What follows belongs to an exercise in optimizing a design on an open flow for small area, a short achievable clock period and few clock cycles; a production flow would make more cautious choices. Only simulation tests tie the RTL to the original design; equivalence was not proved. No activity file was given, so power comes from the tool's default toggle rates.

==> design.v <==
`timescale 1ns / 1ps
package itt_pkg;
	localparam int SLOTS    = 8;
	localparam int IDX_W    = (SLOTS > 1) ? $clog2(SLOTS) : 1;
	localparam int CNT_W    = $clog2(SLOTS + 1);
	localparam int TICK_W   = 32;
	localparam int PERIOD_W = 32;
	localparam int TPM_W    = 16;
	localparam int NEED_W   = PERIOD_W + TPM_W;
	localparam int TIDX_W   = 3;
	localparam int DATA_W   = 32;
	localparam int PADDR_W  = 3;
	localparam logic [PADDR_W-3:0] REG_TICKS_PER_MS = '0;
	localparam logic [TPM_W-1:0]   TPM_RESET        = 16'd1;
	localparam logic CMD_CREATE = 1'b0;
	localparam logic CMD_UPDATE = 1'b1;
endpackage
`timescale 1ns / 1ps
module itt_ram #(
	parameter int WIDTH = 32,
	parameter int DEPTH = 8
) (
	input  logic                                    clk,
	input  logic                                    we,
	input  logic [((DEPTH > 1) ? $clog2(DEPTH) : 1)-1:0] waddr,
	input  logic [WIDTH-1:0]                        wdata,
	input  logic [((DEPTH > 1) ? $clog2(DEPTH) : 1)-1:0] raddr,
	output logic [WIDTH-1:0]                        rdata
);
	logic [WIDTH-1:0] mem [DEPTH];
	always_ff @(posedge clk) begin
		if (we) begin
			mem[waddr] <= wdata;
		end
		rdata <= mem[raddr];
	end
endmodule
`timescale 1ns / 1ps
import itt_pkg::*;
module interval_task_timer_table (
	input  logic               clk,
	input  logic               arst_n,
	input  logic               item_valid,
	output logic               item_ready,
	input  logic               item_cmd,
	input  logic [TICK_W-1:0]  item_now_ticks,
	input  logic [PERIOD_W-1:0] item_period_ms,
	input  logic               item_periodic,
	output logic               result_valid,
	input  logic               result_ready,
	output logic [TIDX_W-1:0]  result_task_index,
	output logic               result_accepted,
	output logic               result_fired,
	output logic               result_last,
	input  logic               psel,
	input  logic               penable,
	input  logic               pwrite,
	input  logic [PADDR_W-1:0] paddr,
	input  logic [DATA_W-1:0]  pwdata,
	output logic [DATA_W-1:0]  prdata,
	output logic               pready
);
	localparam int MK  = 4;                   
	localparam int MCH = PERIOD_W / MK;       
	localparam int MCW = $clog2(MCH);
	logic [TPM_W-1:0] tpm_q;
	logic             cfg_wr;
	assign pready = 1'b1;
	assign cfg_wr = psel && penable && pwrite && paddr[PADDR_W-1:2] == REG_TICKS_PER_MS;
	assign prdata = (paddr[PADDR_W-1:2] == REG_TICKS_PER_MS) ?
		{{(DATA_W-TPM_W){1'b0}}, tpm_q} : '0;
	logic [TICK_W-1:0]   start_n_q  [SLOTS];    
	logic [PERIOD_W-1:0] period_q   [SLOTS];
	logic [TICK_W:0]     need_n_q   [SLOTS];    
	logic [SLOTS-1:0]    periodic_q;
	logic [SLOTS-1:0]    active_q;
	logic [CNT_W-1:0]    count_q;
	logic                a_v;
	logic                a_cmd;
	logic [TICK_W-1:0]   a_now;
	logic [PERIOD_W-1:0] a_per;
	logic                a_periodic;
	logic                g_v;
	logic [SLOTS-1:0]    g_mask;
	logic                g_le1;       
	logic [IDX_W-1:0]    g_idx;
	logic                g_acc;
	logic                qv0, qv1;
	logic [5:0]          q0, q1;
	logic [CNT_W-1:0]    m_issue;     
	logic [CNT_W-1:0]    m_done;      
	logic                need_ok;     
	logic [TICK_W-1:0]   m_acc;
	logic                m_sat;
	logic [SLOTS-1:0]    fire;
	logic                create_ok;
	logic                is_create;
	logic                g_emit;
	logic                g_fin;
	logic                exec;
	logic                do_create;
	assign create_ok = count_q < CNT_W'(SLOTS);
	assign is_create = a_cmd == CMD_CREATE;
	always_comb begin
		for (int i = 0; i < SLOTS; i++) begin
			logic [TICK_W-1:0] cs_s, cs_c;
			logic [TICK_W+2:0] y;
			logic [TICK_W:0]   w;
			cs_s = a_now ^ start_n_q[i] ^ need_n_q[i][TICK_W-1:0];
			cs_c = (a_now & start_n_q[i]) | (a_now & need_n_q[i][TICK_W-1:0]) |
				(start_n_q[i] & need_n_q[i][TICK_W-1:0]);
			y = {2'b0, cs_s, 1'b1} + {1'b0, cs_c, 2'b11};
			w = {1'b0, a_now} + {1'b0, start_n_q[i]} + 33'd1;
			fire[i] = active_q[i] && need_n_q[i][TICK_W] &&
				(y[TICK_W+2] || (!w[TICK_W] && y[TICK_W+1]));
		end
	end
	assign g_emit    = g_v && !(qv0 && qv1);
	assign g_fin     = g_emit && g_le1;
	assign exec      = a_v && (!g_v || g_fin) && (is_create || need_ok);
	assign do_create = exec && is_create && create_ok;
	assign item_ready = !a_v || exec;
	logic [SLOTS-1:0] g_low;
	logic [SLOTS-1:0] g_rest;
	logic [IDX_W-1:0] g_low_idx;
	logic [5:0]       g_beat;
	assign g_low  = g_mask & (~g_mask + 1'b1);
	assign g_rest = g_mask & ~g_low;
	always_comb begin
		g_low_idx = '0;
		for (int i = 0; i < SLOTS; i++) begin
			if (g_low[i]) g_low_idx |= IDX_W'(i);
		end
		if (g_mask != '0)
			g_beat = {TIDX_W'(g_low_idx), 1'b0, 1'b1, g_le1};
		else
			g_beat = {TIDX_W'(g_idx), g_acc, 1'b0, 1'b1};
	end
	logic [PERIOD_W-1:0]  m_ld;
	logic [MCW-1:0]       m_top;
	logic                 l_v;         
	logic                 l_first;
	logic [PERIOD_W-1:0]  l_per;
	logic [MCW-1:0]       l_ch;
	logic [MK-1:0]        l_chunk;
	logic                 l_go;        
	logic                 p_v;
	logic                 p_first;
	logic                 p_last;
	logic [TPM_W+MK-1:0]  p_ps, p_pc;
	logic [TICK_W:0]      m_sum;
	logic                 m_nsat;
	logic [MCW-1:0]       l_chn;
	logic                 m_wr;        
	logic                 w_v;         
	logic [CNT_W-1:0]     m_done_nx;
	logic [CNT_W-1:0]     count_nx;
	assign m_ld = period_q[m_issue[IDX_W-1:0]];
	always_comb begin
		m_top = '0;
		for (int c = 0; c < MCH; c++) begin
			if (m_ld[c*MK +: MK] != '0) m_top = MCW'(c);
		end
	end
	assign l_chn  = l_ch - 1'b1;
	assign l_go   = m_issue != count_q && (!l_v || l_ch == '0);
	assign m_sum  = {1'b0, (p_first ? '0 : m_acc[TICK_W-MK-1:0]), {MK{1'b0}}} +
		{{(TICK_W-TPM_W-MK+1){1'b0}}, p_ps} + {{(TICK_W-TPM_W-MK+1){1'b0}}, p_pc};
	assign m_nsat = (!p_first && (m_sat || m_acc[TICK_W-1:TICK_W-MK] != '0)) ||
		m_sum[TICK_W];
	assign m_wr   = w_v;
	localparam int PW = TPM_W + MK;
	logic [PW-1:0] r0, r1, r2, r3, s1, c1, s2, c2, m_ps, m_pc;
	always_comb begin
		r0 = PW'(l_chunk[0] ? tpm_q : '0);
		r1 = PW'(l_chunk[1] ? tpm_q : '0) << 1;
		r2 = PW'(l_chunk[2] ? tpm_q : '0) << 2;
		r3 = PW'(l_chunk[3] ? tpm_q : '0) << 3;
		s1 = r0 ^ r1 ^ r2;
		c1 = ((r0 & r1) | (r0 & r2) | (r1 & r2)) << 1;
		s2 = s1 ^ c1 ^ r3;
		c2 = ((s1 & c1) | (s1 & r3) | (c1 & r3)) << 1;
		m_ps = s2;
		m_pc = c2;
	end
	always_ff @(posedge clk) begin
		if (l_go) begin
			l_per   <= m_ld;
			l_ch    <= m_top;
			l_chunk <= m_ld[m_top*MK +: MK];
		end else if (l_v) begin
			l_ch    <= l_chn;
			l_chunk <= l_per[l_chn*MK +: MK];
		end
		if (l_v) begin
			p_ps    <= m_ps;
			p_pc    <= m_pc;
			p_first <= l_first;
			p_last  <= l_ch == '0;
		end
		if (p_v) begin
			m_acc <= m_sum[TICK_W-1:0];
			m_sat <= m_nsat;
		end
	end
	assign m_done_nx = cfg_wr ? '0 : m_done + CNT_W'(m_wr);
	assign count_nx  = count_q + CNT_W'(do_create);
	always_ff @(posedge clk or negedge arst_n) begin
		if (!arst_n) begin
			tpm_q   <= TPM_RESET;
			m_issue <= '0;
			m_done  <= '0;
			need_ok <= 1'b1;
			l_v     <= 1'b0;
			l_first <= 1'b0;
			p_v     <= 1'b0;
			w_v     <= 1'b0;
		end else begin
			m_done  <= m_done_nx;
			need_ok <= m_done_nx == count_nx;
			if (cfg_wr) begin
				tpm_q   <= pwdata[TPM_W-1:0];
				m_issue <= '0;
				l_v     <= 1'b0;
				p_v     <= 1'b0;
				w_v     <= 1'b0;
			end else begin
				p_v <= l_v;
				w_v <= p_v && p_last;
				if (l_go) begin
					l_v     <= 1'b1;
					l_first <= 1'b1;
					m_issue <= m_issue + 1'b1;
				end else begin
					l_first <= 1'b0;
					if (l_v && l_ch == '0) l_v <= 1'b0;
				end
			end
		end
	end
	always_ff @(posedge clk) begin
		if (m_wr) begin
			need_n_q[m_done[IDX_W-1:0]] <= ~{m_sat, m_acc};
		end
	end
	always_ff @(posedge clk) begin
		for (int i = 0; i < SLOTS; i++) begin
			if ((do_create && count_q == CNT_W'(i)) ||
			    (exec && !is_create && fire[i] && periodic_q[i])) begin
				start_n_q[i] <= ~a_now;
			end
			if (do_create && count_q == CNT_W'(i)) begin
				period_q[i]   <= a_per;
				periodic_q[i] <= a_periodic;
			end
		end
	end
	always_ff @(posedge clk or negedge arst_n) begin
		if (!arst_n) begin
			count_q  <= '0;
			active_q <= '0;
		end else begin
			count_q <= count_nx;
			if (do_create) begin
				active_q[count_q[IDX_W-1:0]] <= 1'b1;
			end else if (exec && !is_create) begin
				active_q <= active_q & ~(fire & ~periodic_q);
			end
		end
	end
	always_ff @(posedge clk) begin
		if (item_valid && item_ready) begin
			a_cmd      <= item_cmd;
			a_now      <= item_now_ticks;
			a_per      <= item_period_ms;
			a_periodic <= item_periodic;
		end
	end
	always_ff @(posedge clk or negedge arst_n) begin
		if (!arst_n) begin
			a_v <= 1'b0;
		end else if (item_ready) begin
			a_v <= item_valid;
		end
	end
	always_ff @(posedge clk or negedge arst_n) begin
		if (!arst_n) begin
			g_v    <= 1'b0;
			g_mask <= '0;
			g_le1  <= 1'b1;
			g_idx  <= '0;
			g_acc  <= 1'b0;
		end else begin
			if (exec) begin
				g_v <= 1'b1;
				if (is_create) begin
					g_mask <= '0;
					g_le1  <= 1'b1;
					g_idx  <= create_ok ? count_q[IDX_W-1:0] : '0;
					g_acc  <= create_ok;
				end else begin
					g_mask <= fire;
					g_le1  <= (fire & (fire - 1'b1)) == '0;
					g_idx  <= '0;
					g_acc  <= 1'b0;
				end
			end else if (g_emit) begin
				g_mask <= g_rest;
				g_le1  <= (g_rest & (g_rest - 1'b1)) == '0;
				if (g_fin) g_v <= 1'b0;
			end
		end
	end
	logic q_pop;
	assign q_pop = qv0 && result_ready;
	always_ff @(posedge clk or negedge arst_n) begin
		if (!arst_n) begin
			qv0 <= 1'b0;
			qv1 <= 1'b0;
		end else begin
			if (!qv0 || q_pop) begin
				qv0 <= qv1 || g_emit;
				qv1 <= qv1 && g_emit;
			end else begin
				qv1 <= qv1 || g_emit;
			end
		end
	end
	always_ff @(posedge clk) begin
		if (!qv0 || q_pop) begin
			q0 <= qv1 ? q1 : g_beat;
		end
		if (g_emit && (qv1 || (qv0 && !q_pop))) begin
			q1 <= g_beat;
		end
	end
	assign result_valid      = qv0;
	assign result_task_index = q0[5:3];
	assign result_accepted   = q0[2];
	assign result_fired      = q0[1];
	assign result_last       = q0[0];
endmodule
==> run.sh <==
#!/bin/bash
# synth_recipe.tcl (not shown) runs the flow's synth.tcl, then flattens the netlist and writes it again
# the make line also repeats each setting of config.mk as NAME=value (left out here)
make -C /OpenROAD-flow-scripts/flow DESIGN_CONFIG=/design/flow/config.mk WORK_HOME=/design/flow/orfs CLKGATE_MAP_FILE= SYNTH_SCRIPT=/design/flow/synth_recipe.tcl finish
==> config.mk <==
export PLATFORM = sky130hd
export DESIGN_NAME = interval_task_timer_table
export DESIGN_NICKNAME = interval_task_timer_table
export VERILOG_FILES = /design/flow/design.v
export SDC_FILE = /design/flow/constraint.sdc
export NUM_CORES = 4
export LEC_CHECK = 0
export CAP_MARGIN = 20
export CORE_MARGIN = 2
export CORE_UTILIZATION = 40
export SETUP_SLACK_MARGIN = 4.0
export SLEW_MARGIN = 20
==> constraint.sdc <==
create_clock -name core_clock -period 8.0 [get_ports {clk}]
set_input_delay 1.6000 -clock core_clock [delete_from_list [all_inputs] [get_ports {clk}]]
set_output_delay 1.6000 -clock core_clock [all_outputs]
set_load 0.01 [all_outputs]
==> flow_summary.ini, run 1 <==
[route]
via_count = 32000
dr.pass1.iters = 6
routedWlPerCell_um = 23.8
drtAntennaViolNets = 0
drt-initial-drc-count = 2584
vias_per_cell = 5.55
drc = 0
drt-total-wl_mm = 138

[cts]
tritoncts = built
clockRootBuffer = clkbuf_16
numCtsBuffers = 111
clk_pin_slew_ns = 0.06
htreeDepth = 3
cts_sinks = 1029
clockBufferDepth = 3
insertion_delay_ns = 0.75

[place]
place_hpwl_mm = 90.8
port_buffers = 113
gp_congestion = 0.903

[critical_path]
path_max_fanout = 6
regToRegSetupSlack_ns = 3.81
cp.arrival_ns = 4.66
timing.rr.start = m_issue[1]
cp.required_ns = 8.47
startpoint_type = register
path_class = register to register
endpoint_kind = register
r2r_cells = 16
r2r_end = l_chunk[1]

[die]
die_w_um = 369
core_mm2 = 0.132
dieArea_mm2 = 0.136
io_pins = 149
start_util_pct = 40.4
die_h_um = 369
row_count = 133

[hold_path]
holdPathEnd = m_acc[0]
min_from = p_ps[0]
hold_depth = 0
hold_class = register to register

[grt]
overflow = 0
first_global_vias = 33200
track_usage_pct = 20.0
grt_pass1_wl_mm = 204
grt_max_degree = 58
antenna_found_initial = 4

[finish]
area_growth_pct = 18.7
final_layout_size_suffix_gt1_share_pct = 13.9
fill_cells = 11300
final_nets = 4849

[yosys]
synthesis.instances = 3544
synth_area_leaders = edfxtp_1, ha_1, fa_1
ys_ff_latch = 1029
ys_warn_count = 3
syn_avg_cell_area_um2 = 15.0
synth.distinct_cells = 84
synth_area_mm2 = 0.0532
yosysSeqAreaShare_pct = 57.5
synth_top_cell_by_area = edfxtp_1
synth_ff_type = edfxtp_1
synth_top_cell_area_share_pct = 54.8
yosys-top-cells-count = edfxtp_1, ha_1, fa_1, nand2_1, a21oi_1
synth-edff-count = 971
async_flop_share_pct = 5.64
yosysMostFrequentCell = edfxtp_1

[timing]
slew_headroom_pct = 27.9
fin_crit_sh_pct = 52.4
finalHoldViolCount = 0
setup_viol = 0
finClkSkew_ns = 0.0359
tightest_slew_ns = 1.08
tns_ns = 0
drv_slew = 0
hold-worst-slack_ns = 0.421
rsz0062_at_grt = yes
final.min_clock_period_ns = 4.19
fmax_ghz = 0.239

[power_and_ir_drop]
power_frac_seq_pct = 37.0
p_leak_uw = 0.0237
pwr_density_cell_mw_per_mm2 = 336
fin_total_pwr_uw = 21200
p_sw_share_pct = 35.6
p_int_uw = 13700
p_switching_uw = 7550
power_frac_clock_pct = 24.4
peakVddDrop_mv = 0.211
comb_power_share_pct = 38.6

[run]
maxCapViolations = 0

[status]
status = timing/DRC/antenna clean
-- through the flow --
stage	util [%]	area [um2]	cells	worst slack (ns)
after global routing	47.9	63200	5771	3.74
after detailed placement	43.1	56800	5408	2.39
final	47.9	63200	5772	3.81
after global placement	43.0	56700	5407	2.47
after floorplan	-	53300	3559	4.03
after CTS	47.1	62000	5687	3.84
-- power groups by stage --
stage                     Combinational, uW  Clock, uW  Sequential [uW]
final                                  8180       5180             7840
after global routing                   9010       5500             7940
after CTS                              7800       5290             7840
after detailed placement               6940          0             7960
after global placement                 6800          0             7930
after floorplan                        4610          0             7910
-- flip-flops by register name, summed over array words and instances, names as in the netlist, 19 cells and up --
signal     count
period_q     256
start_n_q    256
p_ps          19
l_per         32
a_per         32
a_now         32
need_n_q     264
m_acc         32
-- worst max path at each step --
stage                    start              end  slack [ns]  depth (start not counted)
floorplan            a_now[18]  start_n_q[3][0]        4.03                         10
global placement    m_issue[2]       l_chunk[1]        2.47                         11
detailed placement  m_issue[2]       l_chunk[1]        2.39                         11
CTS                 m_issue[1]       l_chunk[1]        3.84                         13
global route        m_issue[1]       l_chunk[1]        3.74                         16
finish              m_issue[1]       l_chunk[1]        3.81                         16
-- cell type report --
cell class	count	area [um2]	share of cell area (%)
clock inverters	71	724	1.15
clock buffers	134	2920	4.62
flip-flops and latches	1029	30600	48.5
multi-input cells	2346	22800	36.1
well taps	1755	2200	3.48
repair buffers	324	3480	5.51
inverters	112	435	0.689
diodes	1	2.50	0.00396
-- metal layers --
metal | global-route usage (%) | part of all wire (%) | vias up
met4 | 6.89 | 3.6 | 2
li1 | - | - | 14500
met5 | 0 | 0.012 | -
met1 | 26.2 | 42 | 16400
met2 | 33.9 | 49 | 849
met3 | 3.14 | 5.0 | 227
-- placed cells by master, fill, tap and decap left out, types with 105 or more instances in the layout --
master / n
inv_1: 105
o21ai_0: 111
fa_1: 290
buf_4: 142
a21oi_1: 176
ha_1: 512
nor2_1: 138
edfxtp_1: 971
clkbuf_16: 118
nand2_1: 192
-- repair_timing --
action / 4_1_cts / 5_1_grt
gates cloned: 18 / 7
endpoints found under the setup margin: 303 / 240
pin swaps: 40 / 55
buffers inserted: 56 / 76
gates resized for setup: 172 / 91
hold buffers: 0 / 0
-- critical path, cell delays in order, from the launching register on --
cell     delay [ns]
dfrtp_2        0.45
ha_4           0.19
ha_4           0.17
buf_12         0.12
or4_4          0.51
or2_4          0.30
buf_12         0.16
nor2_4         0.10
a41oi_4        0.06
or4_1          0.57
a31o_1         0.23
a31oi_4        0.20
buf_6          0.15
buf_16         0.12
mux2i_1        0.19
o22ai_1        0.12
a211o_1        0.26
-- cell families after synthesis --
kind of cell / Yosys count / synth area share, %
DFF: 1029 / 57.5
muxes: 39 / 0.973
AOI/OAI and AO/OA: 709 / 9.12
xor gates and xnor gates: 29 / 0.477
buffers and inverters: 195 / 1.60
other: 2 / 0.0141
and+or+nand+nor: 716 / 6.78
adders and majority gates: 825 / 23.5
Testbench counts, summed over its fixed seeds: cycles 5,442.
==> run 2: changes to the inputs <==
--- a/config.mk
+++ b/config.mk
@@ -8,5 +8,5 @@
 export CAP_MARGIN = 20
 export CORE_MARGIN = 2
 export CORE_UTILIZATION = 40
-export SETUP_SLACK_MARGIN = 4.0
+export SETUP_SLACK_MARGIN = 4.6
 export SLEW_MARGIN = 20
==> run 2 against run 1 <==
Still clean. Synthesized area unchanged. Global-route usage increased by 1.6 points. Clock skew about the same. Combinational power increased by 14%. Hold slack improved by 0.0024 ns. Non-clock buffer count increased by 137. First-iteration DRC count increased by 1.8%. Final area increased by 5.2%. Sequential power increased by 0.5%. Critical endpoint is now l_chunk[2].
==> flow_summary.ini, run 2 <==
[route]
drt-total-wl_mm = 149
routedWlPerCell_um = 25.1
dr.pass1.iters = 6
drtAntennaViolNets = 0
vias_per_cell = 5.61
drt-initial-drc-count = 2631
drc = 0
via_count = 33200

[die]
die_h_um = 369
core_mm2 = 0.132
row_count = 133
die_w_um = 369
dieArea_mm2 = 0.136
start_util_pct = 40.4
io_pins = 149

[grt]
first_global_vias = 34300
grt_pass1_wl_mm = 217
overflow = 0
track_usage_pct = 21.6
grt_max_degree = 59
antenna_found_initial = 2

[yosys]
synthesis.instances = 3544
synth_area_mm2 = 0.0532
ys_warn_count = 3
synth-edff-count = 971
synth_top_cell_by_area = edfxtp_1
syn_avg_cell_area_um2 = 15.0
async_flop_share_pct = 5.64
yosysMostFrequentCell = edfxtp_1
synth.distinct_cells = 84
yosysSeqAreaShare_pct = 57.5
synth_ff_type = edfxtp_1
synth_top_cell_area_share_pct = 54.8
synth_area_leaders = edfxtp_1, ha_1, fa_1
ys_ff_latch = 1029
yosys-top-cells-count = edfxtp_1, ha_1, fa_1, nand2_1, a21oi_1

[cts]
tritoncts = built
htreeDepth = 3
numCtsBuffers = 111
insertion_delay_ns = 0.73
ctsHoldBuffers = 0
clk_pin_slew_ns = 0.06
clockBufferDepth = 3
cts_sinks = 1029
clockRootBuffer = clkbuf_16

[status]
status = timing/DRC/antenna clean

[timing]
rsz0062_at_grt = yes
fin_crit_sh_pct = 53.0
finalHoldViolCount = 0
tightest_slew_ns = 1.15
final.min_clock_period_ns = 4.24
drv_slew = 0
finClkSkew_ns = 0.0357
fmax_ghz = 0.236
tns_ns = 0
slew_headroom_pct = 23.0
setup_viol = 0

[finish]
largest_register_ffs = 264
final_layout_size_suffix_gt1_share_pct = 21.8
final_nets = 4992
area_growth_pct = 24.9
layout.cells.most_common_list = edfxtp_1, ha_1, fa_1
final-instance-count-excl-fill = 5919
layout_commonest_cell = edfxtp_1
finalInstanceArea_mm2 = 0.0665

[critical_path]
timing.rr.start = m_issue[0]
cp.required_ns = 8.45
path_max_fanout = 6
regToRegSetupSlack_ns = 3.76
startpoint_type = register
r2r_cells = 16
cp-endpoint = l_chunk[2]
r2r_end = l_chunk[2]
cp.arrival_ns = 4.68
worstSetupStartpoint = m_issue[0]
endpoint_kind = register
path_class = register to register

[hold_path]
min_from = p_ps[2]
hold_class = register to register

[place]
dp.cells = 5401
port_buffers = 113
placement.cell_area_mm2 = 0.0570
place_hpwl_mm = 91.6
gp_congestion = 0.863

[power_and_ir_drop]
pwr_density_cell_mw_per_mm2 = 340
p_leak_uw = 0.0249
peakVddDrop_mv = 0.241

[run]
maxCapViolations = 0
-- run 2: layout make-up --
cell class | instances | area [um2]
diodes | 1 | 2.50
clock buffers | 136 | 3010
flip-flops and latches | 1029 | 30600
inverters | 112 | 459
well taps | 1755 | 2200
multi-input cells | 2352 | 24100
clock inverters | 73 | 764
fillers | 10900 | 65300
repair buffers | 461 | 5330
-- run 2: how the worst min path moves through the flow --
stage	end	slack [ns]	depth (start not counted)
3_5_place_dp	m_acc[0]	0.41	0
6_report	m_acc[2]	0.42	0
5_1_grt	m_acc[2]	0.44	0
2_1_floorplan	m_acc[0]	0.40	0
3_3_place_gp	m_acc[1]	0.40	0
4_1_cts	m_acc[2]	0.43	0
-- run 2: cells by family after synthesis --
kind of cell    after synthesis  share of synthesized area [%]
compound gates              709                           9.12
flops                      1029                           57.5
buf+inv                     195                           1.60
fa+ha+maj                   825                           23.5
xor+xnor                     29                          0.477
other cells                   2                         0.0141
mux                          39                          0.973
simple gates                716                           6.78
-- run 2: worst max-delay path, stage by stage (launching register included) --
cell and delay (ns):
dfrtp_2 0.46, ha_4 0.20, ha_4 0.17, buf_12 0.12, or4_4 0.51, or2_4 0.30, buf_8 0.15, nor2_4 0.09
a41oi_4 0.06, or4_1 0.55, a31o_1 0.24, a31oi_4 0.25, buf_12 0.14, buf_16 0.12, mux2i_4 0.24, o22ai_2 0.10
a211o_1 0.24
-- run 2: stage by stage --
step / hold WS [ns] / setup WS [ns] / total power [uW] / utilization (%)
finish: 0.423 / 3.76 / 22600 / 50.4
global route: 0.437 / 3.68 / 23800 / 50.4
CTS: 0.427 / 3.82 / 21800 / 49.2
detailed placement: 0.410 / 2.89 / 15100 / 43.2
global placement: 0.403 / 2.91 / 14900 / 43.2
floorplan: 0.400 / 4.16 / 12600 / -
-- run 2: routing by layer --
layer	vias to the layer above	share of wire, %	GRT usage (%)
met5	-	0.023	0
li1	14900	-	-
met1	17100	41	27.8
met3	259	6.5	4.65
met2	1003	48	35.8
met4	4	3.9	8.25
-- run 2: where the power goes --
part | switching (uW) | total (uW) | internal (uW)
registers | 584 | 7880 | 7300
logic | 5360 | 9360 | 3990
clock network | 2200 | 5340 | 3140
-- run 2: timing repair --
action	4_1_cts	5_1_grt
endpoints found under the setup margin	315	316
pin swaps	159	117
gates cloned	30	3
buffers inserted	209	63
resized for setup	436	196
==> run 3: changes to the inputs <==
--- a/design.v
+++ b/design.v
@@ -78,8 +78,6 @@
 	logic                a_v;
 	logic                a_cmd;
 	logic [TICK_W-1:0]   a_now;
-	logic [PERIOD_W-1:0] a_per;
-	logic                a_periodic;
 	logic                g_v;
 	logic [SLOTS-1:0]    g_mask;
 	logic                g_le1;       
@@ -249,9 +247,10 @@
 			    (exec && !is_create && fire[i] && periodic_q[i])) begin
 				start_n_q[i] <= ~a_now;
 			end
-			if (do_create && count_q == CNT_W'(i)) begin
-				period_q[i]   <= a_per;
-				periodic_q[i] <= a_periodic;
+			if (item_valid && item_ready && item_cmd == CMD_CREATE &&
+			    count_nx == CNT_W'(i)) begin
+				period_q[i]   <= item_period_ms;
+				periodic_q[i] <= item_periodic;
 			end
 		end
 	end
@@ -272,8 +271,6 @@
 		if (item_valid && item_ready) begin
 			a_cmd      <= item_cmd;
 			a_now      <= item_now_ticks;
-			a_per      <= item_period_ms;
-			a_periodic <= item_periodic;
 		end
 	end
 	always_ff @(posedge clk or negedge arst_n) begin
--- a/config.mk
+++ b/config.mk
@@ -8,5 +8,7 @@
 export CAP_MARGIN = 20
 export CORE_MARGIN = 2
 export CORE_UTILIZATION = 40
-export SETUP_SLACK_MARGIN = 4.6
+export CTS_BUF_LIST = sky130_fd_sc_hd__clkbuf_8
+export CTS_CLUSTER_SIZE = 30
+export SETUP_SLACK_MARGIN = 4.0
 export SLEW_MARGIN = 20
==> run 3 against run 2 <==
Count of clock-buffer cells in the layout increased by 41. Largest cell class unchanged. Highest routed layer unchanged. Die area decreased by 1.6%. Sequential share of layout area increased by 1.2 points.
==> flow_summary.ini, run 3 <==
[hold_path]
hold_class = register to register
hold_depth = 0

[cts]
htreeDepth = 4
numCtsBuffers = 170
clk_pin_slew_ns = 0.06
clockBufferDepth = 3
insertion_delay_ns = 0.89
ctsHoldBuffers = 0
tritoncts = built
clockRootBuffer = clkbuf_8
cts_sinks = 996

[yosys]
synth_area_leaders = edfxtp_1, ha_1, fa_1
async_flop_share_pct = 5.82
synth.distinct_cells = 87
ys_ff_latch = 996
synth-edff-count = 938
ys_warn_count = 3
yosys-top-cells-count = edfxtp_1, ha_1, fa_1, a21oi_1, nand2_1
synthesis.instances = 3544
synth_top_cell_area_share_pct = 53.8
synth_area_mm2 = 0.0523
yosysMostFrequentCell = edfxtp_1
synth_top_cell_by_area = edfxtp_1
syn_avg_cell_area_um2 = 14.8
yosysSeqAreaShare_pct = 56.6
synth_ff_type = edfxtp_1

[timing]
tightest_slew_ns = 0.952
slew_headroom_pct = 36.0
rsz0062_at_grt = yes
finalHoldViolCount = 0
fmax_ghz = 0.242
final.min_clock_period_ns = 4.14
hold-worst-slack_ns = 0.422
finClkSkew_ns = 0.0477
drv_slew = 0
setup_viol = 0
fin_crit_sh_pct = 51.7
tns_ns = 0

[finish]
final_nets = 4938
utilization_pct = 48.4
layout_commonest_cell = edfxtp_1
area_growth_pct = 19.9
layout.cells.most_common_list = edfxtp_1, ha_1, fa_1
final_layout_size_suffix_gt1_share_pct = 17.1
largest_register_ffs = 264

[critical_path]
crit_chain = buf_4 > buf_6 > buf_12 > fa_1 > ha_1 > and3_4 > o2111ai_4 > o41ai_2 > a21o_1 > a21oi_2 > maj3_2 > nor2_4 > a32o_4 > clkbuf_16
cp.required_ns = 8.58
path_class = register to register
path_max_fanout = 8
endpoint_kind = register
cp_num_cells = 14
cp.arrival_ns = 4.72
path_buf_inv = 4
critical-path-slowest-cell = fa_1
startpoint_type = register
cpLargestDelayFamily = adder cells
slowest_delay_ns = 0.45
r2r_cells = 14

[die]
dieArea_mm2 = 0.134
die_h_um = 366
io_pins = 149
die_w_um = 366
start_util_pct = 40.4
core_mm2 = 0.130
row_count = 132

[status]
status = timing/DRC/antenna clean

[grt]
first_global_vias = 33700
antenna_found_initial = 9
track_usage_pct = 20.6
grt_max_degree = 59
overflow = 0
grt_pass1_wl_mm = 206

[route]
drt-total-wl_mm = 142
drt-initial-drc-count = 2655
routedWlPerCell_um = 24.1
vias_per_cell = 5.52
dr.pass1.iters = 8
drc = 0
drtAntennaViolNets = 0
via_count = 32600

[power_and_ir_drop]
pwr_density_cell_mw_per_mm2 = 324
p_leak_uw = 0.0237
peakVddDrop_mv = 0.175

[place]
gp_congestion = 0.860
place_hpwl_mm = 91.8
port_buffers = 113

[run]
maxCapViolations = 0
## run 3: cell types whose count changed in the layout (fill, tap and decap cells not counted), moves of 28 or more
cell,previous run,this run
clkbuf_8,7,177
nor2_1,130,162
edfxtp_1,971,938
clkbuf_16,116,4
inv_1,97,181
buf_6,85,33
a21oi_1,150,178
buf_4,182,148
## run 3: final timing paths
kind	from	endpoint	slack, ns
setup / recovery	a_now[18]	start_n_q[6][4]	3.86
hold / removal	p_ps[2]	m_acc[2]	0.42
setup reg to reg	a_now[18]	start_n_q[6][4]	3.86
hold reg to reg	p_ps[2]	m_acc[2]	0.42
max in group asynchronous	arst_n	qv1	6.51
min in group asynchronous	arst_n	tpm_q[1]	0.81
## run 3: power by group
part | switching, uW | leakage [uW] | internal [uW] | total (uW)
clock network | 2150 | 0.00189 | 2290 | 4440
registers | 526 | 0.00933 | 7020 | 7540
logic | 5020 | 0.0125 | 3330 | 8350
total | 7690 | 0.0237 | 12600 | 20300
## run 3: final cells by class
cell class,instances,area [um2]
fillers,11100,66900
flip-flops and latches,996,29600
multi-input cells,2364,23300
repair buffers,354,3880
clock buffers,177,2440
well taps,1742,2180
clock inverters,133,783
inverters,126,500
diodes,4,10.0
## run 3: worst register-to-register path: stages, from the launching register on
cell and delay, ns:
edfxtp_1 0.43, buf_4 0.17, buf_6 0.13, buf_12 0.14, fa_1 0.45, ha_1 0.31, and3_4 0.22, o2111ai_4 0.12
o41ai_2 0.32, a21o_1 0.27, a21oi_2 0.10, maj3_2 0.39, nor2_4 0.27, a32o_4 0.30, clkbuf_16 0.21
## run 3: through the flow
step	total power, uW	cell area [um2]	setup slack, ns	cells
floorplan	12200	52400	3.91	3559
global placement	14600	55900	2.48	5395
detailed placement	14700	55900	2.49	5395
CTS	19900	61100	3.76	5816
global route	21600	62800	3.78	5894
finish	20300	62800	3.86	5896
## run 3: cell families (layout without fill, tap and decap cells)
kind of cell	Yosys count	after routing	share of synthesized area, %
other	2	21	0.0143
buffers and inverters	207	790	1.64
muxes	41	41	1.05
xor gates and xnor gates	37	37	0.619
adders and majority gates	827	827	23.9
and+or+nand+nor	725	725	6.78
DFF	996	996	56.6
AOI/OAI and AO/OA	709	717	9.38
## run 3: routing by layer
metal / GRT usage [%] / routed length, um / up-vias
met4: 7.50 / 4900 / 10
met3: 4.25 / 8930 / 261
li1: - / - / 14700
met5: 0 / 73 / -
met2: 34.6 / 69400 / 988
met1: 26.3 / 58500 / 16600
## run 3: repair_timing
action	4_1_cts	5_1_grt
buffers inserted	98	67
pin swaps	66	112
cloned	13	6
gates resized for setup	196	144
setup endpoints to repair	437	415
Testbench counts of run 3, summed over its fixed seeds: cycles 5,442.
==> run 4: changes to the inputs <==
--- a/config.mk
+++ b/config.mk
@@ -7,8 +7,7 @@
 export LEC_CHECK = 0
 export CAP_MARGIN = 20
 export CORE_MARGIN = 2
-export CORE_UTILIZATION = 40
-export CTS_BUF_LIST = sky130_fd_sc_hd__clkbuf_8
-export CTS_CLUSTER_SIZE = 30
+export CORE_UTILIZATION = 60
+export PLACE_DENSITY = 0.72
 export SETUP_SLACK_MARGIN = 4.0
 export SLEW_MARGIN = 20
==> run 4 against run 3 <==
Hold slack worse by 0.0061 ns. Clock skew increased by 0.010 ns. Via count up 2.4%. Routed wire length grew 3.3%. Power rose by 4.4%. Register-to-register slack about the same. Critical endpoint is now start_n_q[7][13]. Largest cell class unchanged.
==> flow_summary.ini, run 4 <==
[timing]
drv_slew = 0
tightest_slew_ns = 1.02
tns_ns = 0
fin_ws_ns = 3.86
final.min_clock_period_ns = 4.14
finClkSkew_ns = 0.0579
rsz0062_at_grt = yes
finalHoldViolCount = 0
slew_headroom_pct = 32.0
fmax_ghz = 0.242
fin_crit_sh_pct = 51.7
setup_viol = 0

[die]
row_count = 108
core_mm2 = 0.0866
start_util_pct = 60.4
die_w_um = 299
io_pins = 149
dieArea_mm2 = 0.0896
die_h_um = 299

[grt]
antenna_found_initial = 7
overflow = 0
grt_max_degree = 59
track_usage_pct = 32.8
grt_pass1_wl_mm = 215
first_global_vias = 34800

[yosys]
synth_area_mm2 = 0.0523
synth.distinct_cells = 87
ys_warn_count = 3
async_flop_share_pct = 5.82
synth_ff_type = edfxtp_1
synth_top_cell_area_share_pct = 53.8
yosysSeqAreaShare_pct = 56.6
yosysMostFrequentCell = edfxtp_1
syn_avg_cell_area_um2 = 14.8
synth_top_cell_by_area = edfxtp_1
yosys-top-cells-count = edfxtp_1, ha_1, fa_1, a21oi_1, nand2_1
synth_area_leaders = edfxtp_1, ha_1, fa_1
synthesis.instances = 3544
ys_ff_latch = 996
synth-edff-count = 938

[finish]
area_growth_pct = 17.3
final_nets = 4825
utilization_pct = 70.9
final_layout_size_suffix_gt1_share_pct = 14.0
layout_commonest_cell = edfxtp_1
layout.cells.most_common_list = edfxtp_1, ha_1, fa_1
finalInstanceArea_mm2 = 0.0614
fill_cells = 5609
largest_register_ffs = 264

[route]
drtAntennaViolNets = 0
drc = 0
drt-total-wl_mm = 147
via_count = 33300
dr.pass1.iters = 7
drt-initial-drc-count = 3496
vias_per_cell = 6.49
routedWlPerCell_um = 28.5

[cts]
clk_pin_slew_ns = 0.06
cts_sinks = 996
numCtsBuffers = 104
insertion_delay_ns = 0.72
ctsHoldBuffers = 0
clockRootBuffer = clkbuf_16
tritoncts = built
clockBufferDepth = 3
htreeDepth = 3

[power_and_ir_drop]
p_int_uw = 13200
p_switching_uw = 8030
fin_total_pwr_uw = 21200
comb_power_share_pct = 41.6
p_sw_share_pct = 37.8
power_frac_clock_pct = 22.8
pwr_density_cell_mw_per_mm2 = 345
p_leak_uw = 0.0232
power_frac_seq_pct = 35.6
peakVddDrop_mv = 0.254

[critical_path]
cp.required_ns = 8.36
startpoint_type = register
path_class = register to register
path_max_fanout = 16
endpoint_kind = register
cp.arrival_ns = 4.50

[run]
maxCapViolations = 0

[status]
status = timing/DRC/antenna clean

[place]
gp_congestion = 0.951
placement.cell_area_mm2 = 0.0552
place_hpwl_mm = 94.7
port_buffers = 113
preCtsSetupSlack_ns = 2.48

[hold_path]
hold_class = register to register
[run 4: path summary, 6_finish.rpt]
kind	start	to	slack (ns)	cells past startpoint
hold / removal	p_ps[0]	m_acc[0]	0.42	0
hold reg to reg	p_ps[0]	m_acc[0]	0.42	0
max in group asynchronous	arst_n	m_issue[2]	6.35	2
min in group asynchronous	arst_n	tpm_q[5]	1.05	2
setup / recovery	a_now[21]	start_n_q[7][13]	3.86	14
setup reg to reg	a_now[21]	start_n_q[7][13]	3.86	14
[run 4: what timing repair did]
action / 4_1_cts / 5_1_grt
buffers inserted: 74 / 40
setup endpoints to repair: 470 / 365
hold endpoints to repair: 0 / 0
gates cloned: 15 / 4
pin swaps: 52 / 53
resized for setup: 204 / 94
[run 4: worst max-delay path, stage by stage, from the launching register on]
cell and delay, ns:
edfxtp_1 0.39, buf_4 0.18, buf_12 0.15, fa_1 0.48, ha_1 0.33, nand3_1 0.17
o221ai_2 0.27, a221oi_2 0.11, o31ai_2 0.34, o211ai_1 0.21, o22ai_2 0.36, nor2b_1 0.23
a32o_2 0.24, buf_4 0.15, buf_12 0.16
[run 4: cells by family (layout without fill, tap and decap cells)]
family	after synthesis	in the layout	synth area share, %
adders and majority gates	827	827	23.9
and+or+nand+nor	725	727	6.78
buffers and inverters	207	620	1.64
AOI/OAI and AO/OA	709	716	9.38
muxes	41	41	1.05
xor gates and xnor gates	37	37	0.619
DFF	996	996	56.6
other	2	18	0.0143
[run 4: metrics by stage]
| stage | std cells | hold WS [ns] |
|---|---|---|
| 6_report | 5137 | 0.416 |
| 5_1_grt | 5136 | 0.431 |
| 4_1_cts | 5090 | 0.424 |
| 3_5_place_dp | 4813 | 0.411 |
| 3_3_place_gp | 4813 | 0.405 |
| 2_1_floorplan | 3559 | 0.400 |
[run 4: final cells by class]
cell class | instances | area [um2] | area share [%]
Antenna cell | 1 | 2.50 | 0.00407
Multi-Input combinational cell | 2365 | 23100 | 37.6
Clock inverter | 57 | 681 | 1.11
Sequential cell | 996 | 29600 | 48.2
Tap cell | 1155 | 1450 | 2.35
Inverter | 126 | 507 | 0.825
Clock buffer | 131 | 2710 | 4.42
Timing Repair Buffer | 306 | 3320 | 5.41
[run 4: power groups by stage]
stage               Combinational (uW)  Sequential [uW]  Clock [uW]
global route                      9540             7620        5070
global placement                  7030             7610           0
CTS                               8330             7530        4870
finish                            8830             7550        4850
floorplan                         4660             7580           0
detailed placement                7340             7650           0
[run 4: layer usage]
layer / vias to the layer above / routed length (um) / global-route usage (%)
li1: 14400 / - / -
met1: 16900 / 56800 / 43.5
met2: 1659 / 69900 / 52.8
met3: 386 / 12200 / 6.31
met4: 4 / 7710 / 15.3
met5: - / 23 / 0
==> run 5: changes to the inputs <==
--- a/config.mk
+++ b/config.mk
@@ -7,7 +7,7 @@
 export LEC_CHECK = 0
 export CAP_MARGIN = 20
 export CORE_MARGIN = 2
-export CORE_UTILIZATION = 60
-export PLACE_DENSITY = 0.72
-export SETUP_SLACK_MARGIN = 4.0
+export CORE_UTILIZATION = 40
+export CTS_BUF_LIST = sky130_fd_sc_hd__clkbuf_8
+export SETUP_SLACK_MARGIN = 3.85
 export SLEW_MARGIN = 20
==> run 5 against run 4 <==
Count of clock-buffer cells in the layout rose by 50. Combinational power fell by 12%. Synthesized cell count unchanged. Sequential power barely moved. Setup slack improved by 0.029 ns. Power is 7.4% lower. First-iteration DRC count is 32% lower. Highest routed layer unchanged. Critical path depth is the same. Via count shrank 4.1%.
==> flow_summary.ini, run 5 <==
[yosys]
yosysMostFrequentCell = edfxtp_1
syn_avg_cell_area_um2 = 14.8
synth_area_leaders = edfxtp_1, ha_1, fa_1
async_flop_share_pct = 5.82
synth_area_mm2 = 0.0523
synthesis.instances = 3544
synth.distinct_cells = 87
ys_warn_count = 3
synth_top_cell_by_area = edfxtp_1
synth-edff-count = 938
ys_ff_latch = 996
yosysSeqAreaShare_pct = 56.6
synth_top_cell_area_share_pct = 53.8
yosys-top-cells-count = edfxtp_1, ha_1, fa_1, a21oi_1, nand2_1
synth_ff_type = edfxtp_1

[critical_path]
endpoint_kind = register
path_max_fanout = 17
startpoint_type = register
cp.arrival_ns = 4.69
path_class = register to register
cp.required_ns = 8.59

[finish]
area_growth_pct = 17.0
final_nets = 4879
largest_register_ffs = 264
finalInstanceArea_mm2 = 0.0612
final-instance-count-excl-fill = 5842
fill_cells = 11400
final_layout_size_suffix_gt1_share_pct = 14.1
layout.cells.most_common_list = edfxtp_1, ha_1, fa_1
layout_commonest_cell = edfxtp_1

[hold_path]
hold_class = register to register

[timing]
finalHoldViolCount = 0
finClkSkew_ns = 0.0419
tightest_slew_ns = 1.14
fin_ws_ns = 3.89
fin_crit_sh_pct = 51.3
setup_viol = 0
fmax_ghz = 0.243
tns_ns = 0
hold-worst-slack_ns = 0.417
rsz0062_at_grt = yes
slew_headroom_pct = 24.1
final.min_clock_period_ns = 4.11
drv_slew = 0

[cts]
cts_sinks = 996
clockBufferDepth = 3
insertion_delay_ns = 0.88
numCtsBuffers = 171
htreeDepth = 4
clockRootBuffer = clkbuf_8
tritoncts = built
clk_pin_slew_ns = 0.05

[die]
start_util_pct = 40.4
core_mm2 = 0.130
row_count = 132
io_pins = 149
die_h_um = 366
die_w_um = 366
dieArea_mm2 = 0.134

[grt]
overflow = 0
first_global_vias = 33500
antenna_found_initial = 10
grt_max_degree = 59
track_usage_pct = 20.4
grt_pass1_wl_mm = 205

[status]
status = timing/DRC/antenna clean

[run]
maxCapViolations = 0

[place]
placement.cell_area_mm2 = 0.0559
place_hpwl_mm = 92.0
dp.cells = 5397
port_buffers = 113
gp_congestion = 0.882
preCtsSetupSlack_ns = 2.47

[route]
drt-initial-drc-count = 2361
drt-total-wl_mm = 137
dr.pass1.iters = 8
routedWlPerCell_um = 23.4
vias_per_cell = 5.47
via_count = 32000
drc = 0
drtAntennaViolNets = 0

[power_and_ir_drop]
peakVddDrop_mv = 0.167
p_leak_uw = 0.0232
pwr_density_cell_mw_per_mm2 = 321
## run 5: cell count changes in the layout (fill, tap and decap cells not counted), sizes merged, moves of 6 or more
cell / previous run / this run
clkbuf: 134 / 182
clkinv: 41 / 71
buf: 187 / 180
diode: 1 / 7
inv: 121 / 174
dlygate4sd2: 17 / 1
bufinv: 11 / 5
clkdlybuf4s50: 94 / 107
## run 5: worst paths after layout
path | to | depth (start not counted) | slack, ns | startpoint
max | start_n_q[5][1] | 14 | 3.89 | a_now[15]
min | m_acc[0] | 0 | 0.42 | p_ps[0]
max reg2reg | start_n_q[5][1] | 14 | 3.89 | a_now[15]
min reg2reg | m_acc[0] | 0 | 0.42 | p_ps[0]
max in group asynchronous | qv1 | 1 | 6.49 | arst_n
min in group asynchronous | tpm_q[11] | 1 | 0.85 | arst_n
## run 5: critical path, stage by stage (launching register included)
cell	delay, ns
edfxtp_1	0.40
buf_8	0.19
fa_1	0.54
ha_1	0.35
nand3_2	0.11
nor3_2	0.18
o21ai_0	0.12
o21ai_2	0.35
a31oi_1	0.16
maj3_2	0.43
or2_4	0.29
nor2_4	0.12
a32o_4	0.27
buf_12	0.15
buf_16	0.13
## run 5: logic make-up (layout without fill, tap and decap cells)
family                   after synthesis  in the layout  share of synthesized area (%)
AO/OA/AOI/OAI                        709            718                           9.38
multiplexers                          41             41                           1.05
AND/OR/NAND/NOR                      725            726                           6.78
buffers and inverters                207            731                           1.64
XOR/XNOR                              37             37                          0.619
other                                  2             24                         0.0143
flip-flops                           996            996                           56.6
adder cells (fa/ha/maj)              827            827                           23.9
## run 5: through the flow
stage / util, % / power, uW
after floorplan: - / 12200
after global placement: 43.1 / 14600
after detailed placement: 43.1 / 14700
after global routing: 47.2 / 21000
final: 47.2 / 19700
after CTS: 46.7 / 19600
## run 5: cell type report
class / count / area, um2 / area share (%)
Antenna cell: 7 / 17.5 / 0.0286
Clock buffer: 181 / 2490 / 4.07
Clock inverter: 132 / 701 / 1.14
Inverter: 126 / 490 / 0.801
Multi-Input combinational cell: 2366 / 22700 / 37.1
Sequential cell: 996 / 29600 / 48.4
Tap cell: 1742 / 2180 / 3.56
Timing Repair Buffer: 292 / 2990 / 4.89
## run 5: routing by layer
metal / up-vias / global-route usage (%) / share of wire [%]
li1: 14600 / - / -
met1: 16300 / 26.5 / 42
met2: 875 / 34.0 / 48
met3: 260 / 3.87 / 5.7
met4: 8 / 7.49 / 3.6
met5: - / 0 / 0.042
## run 5: repair_timing
action,CTS,global route
pin swaps,26,40
resized for setup,118,58
endpoints found under the setup margin,347,235
hold buffers,0,0
gates cloned,10,2
hold endpoints to repair,0,0
buffers inserted,71,40
## run 5: power breakdown
part / leakage (uW) / internal [uW] / switching [uW] / total [uW]
logic: 0.0120 / 3000 / 4750 / 7750
clock network: 0.00183 / 2250 / 2110 / 4370
registers: 0.00933 / 7010 / 527 / 7530
==> run 6: changes to the inputs <==
--- a/config.mk
+++ b/config.mk
@@ -5,9 +5,10 @@
 export SDC_FILE = /design/flow/constraint.sdc
 export NUM_CORES = 4
 export LEC_CHECK = 0
+export ABC_AREA = 1
 export CAP_MARGIN = 20
 export CORE_MARGIN = 2
 export CORE_UTILIZATION = 40
 export CTS_BUF_LIST = sky130_fd_sc_hd__clkbuf_8
-export SETUP_SLACK_MARGIN = 3.85
+export SETUP_SLACK_MARGIN = 3.9
 export SLEW_MARGIN = 20
==> run 6 against run 5 <==
Routed wire length down 6.5%. Die area grew 0.99%. Utilization decreased by 1.1 points. Register-to-register slack improved by 0.20 ns. Cell count rose by 9.4%. Highest routed layer unchanged. Setup slack gained 0.047 ns. Still clean. Clock skew fell by 0.0016 ns.
==> flow_summary.ini, run 6 <==
[cts]
ctsHoldBuffers = 0
htreeDepth = 4
tritoncts = built
numCtsBuffers = 174
insertion_delay_ns = 0.88
cts_sinks = 996
clk_pin_slew_ns = 0.06
clockBufferDepth = 3
clockRootBuffer = clkbuf_8

[yosys]
async_flop_share_pct = 5.82
synthSimpleGateAreaFrac_pct = 9.79
synth_top_family_by_area = adder cells
synth_mux_area_share_pct = 0
synth_area_leaders = edfxtp_1, ha_1, fa_1
syn_avg_cell_area_um2 = 12.7
synth_compound_area_share_pct = 6.51
ys_warn_count = 3
yosysMostFrequentCell = edfxtp_1
synth-adder-area-share_pct = 23.5
synth_xor_xnor_area_share_pct = 0.613
synth_area_mm2 = 0.0529
synth_top_cell_by_area = edfxtp_1
ys_ff_latch = 996
yosysSeqAreaShare_pct = 56.0
yosys-top-cells-count = edfxtp_1, nand2_1, ha_1, inv_1, a21oi_1
synth_ff_type = edfxtp_1
synth.distinct_cells = 55
synth_top_cell_area_share_pct = 53.3
synthesis.instances = 4161
synth-edff-count = 938

[die]
die_w_um = 368
row_count = 133
die_h_um = 368
start_util_pct = 40.3
dieArea_mm2 = 0.135
core_mm2 = 0.131
io_pins = 149

[timing]
drv_slew = 0
finClkSkew_ns = 0.0403
rsz0062_at_grt = yes
tns_ns = 0
fin_ws_ns = 3.94
fmax_ghz = 0.246
setup_viol = 0
tightest_slew_ns = 1.02
finalHoldViolCount = 0
final.min_clock_period_ns = 4.06
slew_headroom_pct = 31.1
fin_crit_sh_pct = 50.8

[run]
maxCapViolations = 0

[finish]
layout_commonest_cell = edfxtp_1
final_nets = 5420
finalInstanceArea_mm2 = 0.0606
layout.cells.most_common_list = edfxtp_1, nand2_1, ha_1
largest_register_ffs = 264
area_growth_pct = 14.6
final_layout_size_suffix_gt1_share_pct = 8.78
final-instance-count-excl-fill = 6394

[critical_path]
startpoint_type = input pin
timing.rr.start = a_now[31]
path_class = input pin to output port
regToRegSetupSlack_ns = 4.09
endpoint_kind = output port
worstSetupStartpoint = paddr[2]
cp.arrival_ns = 2.46
path_max_fanout = 17
cp.required_ns = 6.40

[grt]
overflow = 0
grt_pass1_wl_mm = 194
grt_max_degree = 59
first_global_vias = 34000
antenna_found_initial = 11
track_usage_pct = 19.0

[hold_path]
min_from = p_ps[0]
hold_class = register to register

[route]
drt-initial-drc-count = 2281
vias_per_cell = 5.08
dr.pass1.iters = 5
drc = 0
drt-total-wl_mm = 128
drtAntennaViolNets = 0
routedWlPerCell_um = 20.0
via_count = 32500

[place]
place_hpwl_mm = 88.8
gp_congestion = 0.838
placement.cell_area_mm2 = 0.0567
dp.cells = 6037
port_buffers = 113
preCtsSetupSlack_ns = 2.92

[power_and_ir_drop]
pwr_density_cell_mw_per_mm2 = 325
fin_total_pwr_uw = 19700
p_leak_uw = 0.0246
peakVddDrop_mv = 0.196

[status]
status = timing/DRC/antenna clean
-- run 6: changes by cell type after synthesis, sizes merged, moves of 25 or more --
cell / before / now
and2: 69 / 1
nor2: 188 / 231
nand4: 68 / 43
o21ai: 92 / 165
nand2: 194 / 700
a21oi: 194 / 304
inv: 125 / 392
nand3: 58 / 178
a222oi: 44 / 0
nor2b: 25 / 0
a211oi: 45 / 6
mux2: 25 / 0
a21o: 78 / 13
-- run 6: layout make-up --
type	instances	area [um2]
fill	11700	70700
sequential	996	29600
multi-input combinational	2708	21900
clock buffer	179	2460
timing repair buffer	222	2220
tap	1755	2200
inverter	392	1510
clock inverter	138	679
antenna	4	10.0
-- run 6: where the power goes --
group	total (uW)	switching (uW)	internal, uW	leakage, uW
Clock	4290	2120	2170	0.00185
Combinational	7820	5090	2730	0.0134
Sequential	7590	468	7120	0.00927
Total	19700	7680	12000	0.0246
-- run 6: cell families (layout without fill, tap and decap cells) --
family	after synthesis	in the layout
AOI/OAI and AO/OA	606	606
adders and majority gates	818	818
other	2	21
buffers and inverters	472	931
and+or+nand+nor	1230	1230
DFF	996	996
xor gates and xnor gates	37	37
-- run 6: repair_timing --
action | CTS | global route
buffers inserted | 11 | 19
resized for setup | 50 | 57
endpoints found under the setup margin | 289 | 281
pin swaps | 3 | 8
cloned | 0 | 6
-- run 6: per-layer routing --
metal	up-vias	GRT usage (%)	routed length (um)
li1	15500	-	-
met1	16000	24.4	54500
met2	747	31.9	62000
met3	259	3.55	6880
met4	12	7.04	4290
met5	-	0	81
-- run 6: worst paths after layout --
check,end,cells after the start
worst min register to register,m_acc[0],0
worst max-delay path,prdata[2],3
worst min-delay path,m_acc[0],0
min in group asynchronous,tpm_q[10],1
max in group asynchronous,m_issue[2],1
worst max register to register,start_n_q[3][8],17
-- run 6: worst max-delay path, cell delays in order --
cell	delay, ns
buf_4	0.18
nor2_1	0.12
clkdlybuf4s50_1	0.54
-- run 6: through the flow --
stage	hold slack (ns)	utilization (%)
2_1_floorplan	0.400	-
3_3_place_gp	0.405	43.2
3_5_place_dp	0.406	43.2
4_1_cts	0.416	45.8
5_1_grt	0.424	46.1
6_report	0.417	46.1
==> run 7: changes to the inputs <==
--- a/design.v
+++ b/design.v
@@ -71,6 +71,7 @@
 		{{(DATA_W-TPM_W){1'b0}}, tpm_q} : '0;
 	logic [TICK_W-1:0]   start_n_q  [SLOTS];    
 	logic [PERIOD_W-1:0] period_q   [SLOTS];
+	logic [2:0]          top_q      [SLOTS];    
 	logic [TICK_W:0]     need_n_q   [SLOTS];    
 	logic [SLOTS-1:0]    periodic_q;
 	logic [SLOTS-1:0]    active_q;
@@ -153,11 +154,13 @@
 	logic                 w_v;         
 	logic [CNT_W-1:0]     m_done_nx;
 	logic [CNT_W-1:0]     count_nx;
-	assign m_ld = period_q[m_issue[IDX_W-1:0]];
+	assign m_ld  = period_q[m_issue[IDX_W-1:0]];
+	assign m_top = top_q[m_issue[IDX_W-1:0]];
+	logic [MCW-1:0] in_top;
 	always_comb begin
-		m_top = '0;
+		in_top = '0;
 		for (int c = 0; c < MCH; c++) begin
-			if (m_ld[c*MK +: MK] != '0) m_top = MCW'(c);
+			if (item_period_ms[c*MK +: MK] != '0) in_top = MCW'(c);
 		end
 	end
 	assign l_chn  = l_ch - 1'b1;
@@ -250,6 +253,7 @@
 			if (item_valid && item_ready && item_cmd == CMD_CREATE &&
 			    count_nx == CNT_W'(i)) begin
 				period_q[i]   <= item_period_ms;
+				top_q[i]      <= in_top;
 				periodic_q[i] <= item_periodic;
 			end
 		end
--- a/config.mk
+++ b/config.mk
@@ -5,10 +5,10 @@
 export SDC_FILE = /design/flow/constraint.sdc
 export NUM_CORES = 4
 export LEC_CHECK = 0
-export ABC_AREA = 1
 export CAP_MARGIN = 20
 export CORE_MARGIN = 2
 export CORE_UTILIZATION = 40
 export CTS_BUF_LIST = sky130_fd_sc_hd__clkbuf_8
-export SETUP_SLACK_MARGIN = 3.9
+export CTS_CLUSTER_SIZE = 30
+export SETUP_SLACK_MARGIN = 4.1
 export SLEW_MARGIN = 20
==> run 7 against run 6 <==
Setup slack got worse by 0.072 ns. Final area grew 4.8%. Die area is 0.74% higher. Cell count is 7.1% lower. Power up 1.5%. Global-route usage increased by 2.8 points. Synthesized area is 0.74% higher. Synthesized cell count decreased by 14%. Critical path depth rose by 10. Clock skew rose by 0.036 ns. Routed wire length rose by 16%. Sequential power hardly changed. Critical endpoint is now start_n_q[2][2]. Largest cell class unchanged. Highest routed layer unchanged.
==> flow_summary.ini, run 7 <==
[timing]
rsz0062_at_grt = yes
fmax_ghz = 0.242
setup_viol = 0
tns_ns = 0
fin_ws_ns = 3.87
slew_headroom_pct = 32.1
final.min_clock_period_ns = 4.13
hold-worst-slack_ns = 0.409
finalHoldViolCount = 0
fin_crit_sh_pct = 51.7
tightest_slew_ns = 1.01
finClkSkew_ns = 0.0765
drv_slew = 0

[route]
wl_met1_mm = 64.2
dr_wl_met2_mm = 69.5
wl_met3_mm = 9.34
vias_per_cell = 5.54
dr.pass1.iters = 6
drt-initial-drc-count = 3182
drt-total-wl_mm = 148
top_layer = met5
routedWlPerCell_um = 24.9
drtAntennaViolNets = 0
drc = 0
via_count = 32900

[power_and_ir_drop]
p_int_uw = 12400
power_frac_clock_pct = 23.5
power_frac_seq_pct = 38.0
p_switching_uw = 7570
peakVddDrop_mv = 0.201
pwr_density_cell_mw_per_mm2 = 315
comb_power_share_pct = 38.6
p_leak_uw = 0.0240
p_sw_share_pct = 37.9

[grt]
grt_pass1_wl_mm = 217
first_global_vias = 33900
grt_max_degree = 59
track_usage_pct = 21.8
overflow = 0
antenna_found_initial = 8

[die]
row_count = 133
die_h_um = 369
core_mm2 = 0.132
io_pins = 149
start_util_pct = 40.4
die_w_um = 369
dieArea_mm2 = 0.136

[critical_path]
startpoint_type = register
slowest_delay_ns = 0.53
path_class = register to register
critical-path-slowest-cell = a2111oi_4
cpLargestDelayFamily = compound AO/OA/AOI/OAI gates
cp.required_ns = 8.61
path_max_fanout = 8
crit_chain = buf_6 > fa_1 > ha_4 > and3_4 > nand4_1 > a2111oi_4 > nor3_4 > o31ai_2 > maj3_2 > and2_4 > a32o_2 > buf_6 > buf_16
cp.arrival_ns = 4.74
path_buf_inv = 3
endpoint_kind = register
cp_common_cell = buf_6

[cts]
ctsHoldBuffers = 0
cts_sinks = 1020
tritoncts = built
clk_pin_slew_ns = 0.06
htreeDepth = 4
insertion_delay_ns = 0.96
clockRootBuffer = clkbuf_8
numCtsBuffers = 176
clockBufferDepth = 3

[yosys]
yosys-top-cells-count = edfxtp_1, ha_1, fa_1, nand2_1, a21oi_1
yosysSeqAreaShare_pct = 57.0
synth-edff-count = 962
synthesis.instances = 3586
syn_avg_cell_area_um2 = 14.9
yosysMostFrequentCell = edfxtp_1
synth.distinct_cells = 83
synth_ff_type = edfxtp_1
synth_area_mm2 = 0.0533
synth_area_leaders = edfxtp_1, ha_1, fa_1
ys_ff_latch = 1020
synth_top_cell_by_area = edfxtp_1
async_flop_share_pct = 5.69
ys_warn_count = 4
synth_top_cell_area_share_pct = 54.2

[status]
status = timing/DRC/antenna clean

[place]
place_hpwl_mm = 96.2
preCtsSetupSlack_ns = 2.57
port_buffers = 113
gp_congestion = 0.890

[finish]
layout_commonest_cell = edfxtp_1
largest_register_ffs = 264
final_nets = 4955
area_growth_pct = 19.2
utilization_pct = 48.2
final_layout_size_suffix_gt1_share_pct = 17.0
layout.cells.most_common_list = edfxtp_1, ha_1, fa_1

[run]
maxCapViolations = 0

[hold_path]
hold_class = register to register
## run 7: layout make-up
type / count / area [um2]
Inverter: 109 / 428
Multi-Input combinational cell: 2396 / 23400
Sequential cell: 1020 / 30300
Fill cell: 11400 / 68300
Timing Repair Buffer: 327 / 3660
Tap cell: 1755 / 2200
Clock buffer: 183 / 2520
Antenna cell: 6 / 15.0
Clock inverter: 144 / 922
## run 7: stage by stage
step / cells / total power [uW] / area (um2)
after floorplan: 3601 / 12000 / 53400
after global routing: 5936 / 21200 / 63500
final: 5940 / 20000 / 63500
after global placement: 5456 / 14400 / 57000
after detailed placement: 5458 / 14500 / 57000
after CTS: 5889 / 19800 / 62500
## run 7: cells by family after synthesis
family	share of synthesized area (%)
buffers and inverters	1.52
other	0.0141
and+or+nand+nor	6.96
AOI/OAI and AO/OA	8.28
adders and majority gates	23.6
DFF	57.0
xor gates and xnor gates	0.625
muxes	2.08
## run 7: metal layers
metal  vias up  GRT usage (%)
met3       228           3.74
li1      14700              -
met5         -              0
met4         6           8.11
met1     16900           29.8
met2      1102           34.8
## run 7: repair_timing
item                       in CTS  in global routing
gates cloned                   14                  3
setup buffers                  90                 42
resized for setup             229                 93
pin swaps                      78                 83
setup endpoints to repair     558                314
hold endpoints to repair        0                  0
## run 7: path summary, 6_finish.rpt
kind / startpoint / endpoint / slack (ns) / depth (start not counted)
min: p_ps[0] / m_acc[0] / 0.41 / 0
max reg2reg: a_now[14] / start_n_q[2][2] / 3.87 / 13
max: a_now[14] / start_n_q[2][2] / 3.87 / 13
min reg2reg: p_ps[0] / m_acc[0] / 0.41 / 0
max in group asynchronous: arst_n / qv0 / 6.52 / 2
min in group asynchronous: arst_n / tpm_q[13] / 0.79 / 2
## run 7: power by group through the flow
| stage | registers (uW) | clock network (uW) | logic [uW] |
|---|---|---|---|
| 2_1_floorplan | 7670 | 0 | 4320 |
| 3_3_place_gp | 7690 | 0 | 6710 |
| 3_5_place_dp | 7710 | 0 | 6830 |
| 4_1_cts | 7590 | 4780 | 7470 |
| 5_1_grt | 7670 | 5010 | 8500 |
| 6_report | 7590 | 4690 | 7710 |
Testbench counts of run 7, summed over its fixed seeds: cycles 5,442.

static timing again, ports no longer ideal:
The results above use ideal ports. As a check the final layouts listed here were re-extracted and re-timed, cells and wires unchanged.
Step 1 assumes that a clkbuf_16 drives the clock port and a buf_2 every other input.
Step 2 times the ports against the registers' clock, not the clock port: input delays grow and output delays shrink by t, the midpoint of the rising clock arrivals with the driver on.
Three values: no drivers, after step 1, after step 2; two values: the first two.
run	shift t [ns]	setup slack, ns	worst setup path after step 2	cell pins on the clock port's net
run 1	0.799	3.809 / 3.809 / 3.809	register to register	1
run 2	0.781	3.762 / 3.762 / 3.762	register to register	1
run 3	0.939	3.860 / 3.860 / 3.860	register to register	1
run 4	0.764	3.864 / 3.864 / 3.864	register to register	1
run 5	0.929	3.893 / 3.883 / 3.883	input to output	1
run 6	0.930	3.940 / 3.918 / 3.918	input to output	1
run 7	0.994	3.868 / 3.868 / 3.415	input to register	1
After both steps setup and hold are still met in every run listed. The setup slack of run 7, which loses most, moves by 0.000 ns with the drivers and by -0.453 ns with both steps.
